Source: an optimization exercise on an open RTL-to-GDS flow (aim: small area, a short achievable clock period and few clock cycles per item). Production flows keep margins and buffers that such runs may drop.
At most, simulation tests tie the RTL to the original design; equivalence was not proved.

Setup of job 101:
Design sha1_block_ctrl, start of the top module:
module sha1_block_ctrl (
  input  logic         clk,
  input  logic         reset,
  input  logic         init,
  input  logic         word_valid,
  output logic         word_ready,
  input  logic [31:0]  word_data,
  output logic         busy,
  output logic         digest_valid,
  output logic [159:0] digest
);
Size in the first run: about 4300 cells after synthesis, about 890 flip-flops, about 200 I/O pins.
Settings: LEC_CHECK=0, CAP_MARGIN=20, CORE_MARGIN=2, CORE_UTILIZATION=65, CTS_CLUSTER_DIAMETER=60, CTS_CLUSTER_SIZE=24, PLACE_DENSITY=0.75, SETUP_SLACK_MARGIN=5.0, SLEW_MARGIN=20; clock period 10.0 ns.
standard.sh (not shown) runs the stock make flow with config.mk's settings and CLKGATE_MAP_FILE= SYNTH_SCRIPT=/design/flow/synth_recipe.tcl, a recipe that flattens the netlist after the stock synthesis.
==> flow/flow/run.sh <==
#!/bin/bash
# The standard layout (standard.sh), with three repair settings changed:
# the port buffers are sky130_fd_sc_hd__buf_2 rather than the delay buffer
# buffer_ports picks by default, clock tree synthesis adds no dummy loads and uses clkbuf_8, and
# timing repair aims for 5.4 ns of setup slack. Each tool's output is in
# standard.log and ORFS's logs under orfs/.
set -o pipefail
export BUFFER_PORTS_ARGS="-buffer_cell sky130_fd_sc_hd__buf_2"
export CTS_ARGS="-sink_clustering_enable -repair_clock_nets -sink_clustering_size 16 -sink_clustering_max_diameter 50 -dont_use_dummy_load -buf_list sky130_fd_sc_hd__clkbuf_8"
bash standard.sh SETUP_SLACK_MARGIN=5.4 finish > standard.log 2>&1
Job 101 went all the way through synthesis, placement and routing and the layout is clean on timing, DRC and antenna.
The inputs of job 102 differ from those of job 101 as listed below.
diff --git a/flow/design.v b/flow/design.v
--- a/flow/design.v
+++ b/flow/design.v
@@ -91,71 +91,59 @@
   endfunction
   function automatic logic carry27(input logic [26:0] x, input logic [26:0] y);
     logic [26:0] g, p;
     g = x & y;
     p = x ^ y;
     for (int l = 0; l < 5; l++) begin
       for (int i = 26; i >= (1 << l); i--) begin
         g[i] = g[i] | (p[i] & g[i - (1 << l)]);
         p[i] = p[i] & p[i - (1 << l)];
       end
     end
     carry27 = g[26];
-  endfunction
-  function automatic logic [31:0] add_sk(input logic [31:0] x, input logic [31:0] y);
-    logic [31:0] g, p;
-    g = x & y;
-    p = x ^ y;
-    for (int l = 0; l < 5; l++) begin
-      for (int i = 0; i < 32; i++) begin
-        if (i[l]) begin
-          g[i] = g[i] | (p[i] & g[((i >> l) << l) - 1]);
-          p[i] = p[i] & p[((i >> l) << l) - 1];
-        end
-      end
-    end
-    add_sk = (x ^ y) ^ {g[30:0], 1'b0};
   endfunction
 endpackage
 module sha1_round (
   input  logic [31:0] a_i,
   input  logic [31:0] b_i,
   input  logic [31:0] c_i,
   input  logic [31:0] f0_i,
   input  logic [31:0] p_i,
   input  logic [31:0] q_i,
   input  logic [1:0]  g_i,
   output logic [31:0] a1_o,
   output logic [31:0] a2_o
 );
   logic [31:0] ra, f0, f1, s0, c0;
-  logic [26:0] s2, c2, s3, c3;
+  logic [26:0] s1, c1, s2, c2, s3, c3;
   logic [5:0]  zl, e0, e1;
   logic [4:0]  h0, h1;
   logic        k27, c5;
   assign ra = sha1_pkg::rotl5(a_i);
   assign f0 = f0_i;
   assign f1 = sha1_pkg::f_sel(g_i, a_i, sha1_pkg::rotl30(b_i), c_i);
   assign s0 = sha1_pkg::csa_s(ra, f0, p_i);
   assign c0 = sha1_pkg::csa_c(ra, f0, p_i);
   assign a1_o = sha1_pkg::add_ks(s0, c0);
   assign zl  = {1'b0, f1[4:0]} + {1'b0, q_i[4:0]};
   assign h0  = s0[31:27] + c0[31:27];
   assign h1  = s0[31:27] + c0[31:27] + 5'd1;
   assign e0  = {1'b0, h0} + {1'b0, zl[4:0]};
   assign e1  = {1'b0, h1} + {1'b0, zl[4:0]};
   assign k27 = sha1_pkg::carry27(s0[26:0], c0[26:0]);
   assign c5  = k27 ? e1[5] : e0[5];
-  assign s2 = s0[26:0] ^ c0[26:0] ^ q_i[31:5];
-  assign c2 = {(s0[25:0] & c0[25:0]) | (s0[25:0] & q_i[30:5]) | (c0[25:0] & q_i[30:5]), 1'b0};
+  assign s1 = ra[26:0] ^ p_i[26:0] ^ q_i[31:5];
+  assign c1 = {(ra[25:0] & p_i[25:0]) | (ra[25:0] & q_i[30:5]) | (p_i[25:0] & q_i[30:5]), 1'b0};
+  assign s2 = s1 ^ c1 ^ f0[26:0];
+  assign c2 = {(s1[25:0] & c1[25:0]) | (s1[25:0] & f0[25:0]) | (c1[25:0] & f0[25:0]), 1'b0};
   assign s3 = s2 ^ c2 ^ f1[31:5];
   assign c3 = {(s2[25:0] & c2[25:0]) | (s2[25:0] & f1[30:5]) | (c2[25:0] & f1[30:5]), zl[5]};
   assign a2_o = {sha1_pkg::add_ks27c(s3, c3, c5), k27 ? e1[4:0] : e0[4:0]};
 endmodule
 module sha1_block_ctrl (
   input  logic         clk,
   input  logic         reset,
   input  logic         init,
   input  logic         word_valid,
   output logic         word_ready,
   input  logic [31:0]  word_data,
   output logic         busy,
@@ -186,27 +174,27 @@
   assign sel0  = sel0_q;    
   assign ldsel = ldsel_q;   
   assign step = (busy_q && !fin_q) || (take && !cnt_q[0] && (cnt_q[3:2] != 2'd0));
   assign last = l39_q;      
   assign fold = last || fin_q;
   assign pnn_s = p_q + 6'd2;
   assign gnn_s = (pnn_s < 6'd10) ? 2'd0 : (pnn_s < 6'd20) ? 2'd1 : (pnn_s < 6'd30) ? 2'd2 : 2'd3;
   assign k_s   = fold ? 32'd0 : sha1_pkg::k_sel(gn_q);
   assign pe_x = sel0 ? h_q[31:0] : c_q;
   assign pe_w = fold ? h_q[31:0] : we_q[7];
   assign qd_x = sel0 ? h_q[63:32] : fin_q ? b_q : sha1_pkg::rotl30(b_q);
   assign qd_w = fold ? h_q[63:32] : wo_q[7];
-  assign pe_d = sha1_pkg::add_sk(sha1_pkg::csa_s(pe_x, k_s, pe_w),
+  assign pe_d = sha1_pkg::add_ks(sha1_pkg::csa_s(pe_x, k_s, pe_w),
                                  sha1_pkg::csa_c(pe_x, k_s, pe_w));
-  assign qd_d = sha1_pkg::add_sk(sha1_pkg::csa_s(qd_x, k_s, qd_w),
+  assign qd_d = sha1_pkg::add_ks(sha1_pkg::csa_s(qd_x, k_s, qd_w),
                                  sha1_pkg::csa_c(qd_x, k_s, qd_w));
   assign wen_s = sha1_pkg::rotl1(wo_q[6] ^ we_q[4] ^ we_q[1] ^ we_q[0]);
   assign won_s = sha1_pkg::rotl1(we_q[7] ^ wo_q[4] ^ wo_q[1] ^ wo_q[0]);
   sha1_round u_round (
     .a_i(a_q), .b_i(b_q), .c_i(c_q), .f0_i(f0_q), .p_i(pe_q), .q_i(qd_q),
     .g_i(g_q), .a1_o(a1_s), .a2_o(a2_s)
   );
   assign st_init = first_q ? sha1_pkg::H_INIT[159:32] : h_q[159:32];
   assign f0_h = sha1_pkg::f_sel(2'd0, st_init[95:64], st_init[63:32], st_init[31:0]);
   assign f0_1 = ldsel ? f0_h : sha1_pkg::f_sel(gn_q, 32'hFFFFFFFF, sha1_pkg::rotl30(a_q),
                                                sha1_pkg::rotl30(b_q));
   assign f0_0 = ldsel ? f0_h : sha1_pkg::f_sel(gn_q, 32'h00000000, sha1_pkg::rotl30(a_q),
==> run notes <==
Global-route usage: job 102 > job 101
Job 102 vs job 101 — count of inserted antenna diode cells dropped 1.
Going from job 101 to job 102, maximum clock rate grew by more than 10%.
Changes observed in job 102 relative to job 101: number of nets in the layout went up by 177, met1 usage went up by 3.5 points.
Job 102 vs job 101 on die footprint: job 102 is the higher one.
Taking job 101 as the reference, in job 102 non-clock buffer area fraction after layout neither gained nor lost much; global-route wire length before repair went up 2.8%.
Testbench counts of job 102, summed over its fixed seeds: cycles 6,536, blocks 128.
The RTL of job 101 was laid out without a check of its function.

-- re-timing with driven ports --
How much do the figures lean on ideal ports? The routed layouts below were timed once more, with nothing changed but the port constraints.
Step 1, drivers: a clkbuf_16 drives clk and a buf_2 each remaining input, both assumed.
Step 2 adds t to the input delays and takes it off the output delays; t is the mean of the earliest and latest rising clock arrival at the registers after step 1. Input paths then give back, and output paths get back, about the clock's delay inside the block.
Three values: ideal, step 1, step 2; two values: the first two.
| run | t, ns | setup slack, ns | hold slack, ns | latest minus earliest clock arrival (ns) | worst data-port slew with drivers (ns) |
|---|---|---|---|---|---|
| job 101 | 0.784 | 4.571 / 4.571 / 4.571 | 0.349 / 0.349 / 0.349 | 0.104 / 0.104 | 0.04 |
| job 102 | 0.787 | 5.378 / 5.378 / 5.121 | 0.389 / 0.389 / 0.389 | 0.105 / 0.105 | 0.04 |
After both steps every run listed still meets setup and hold. The setup slack of job 102, which loses most, moves by 0.000 ns with the drivers and by -0.257 ns with both steps.
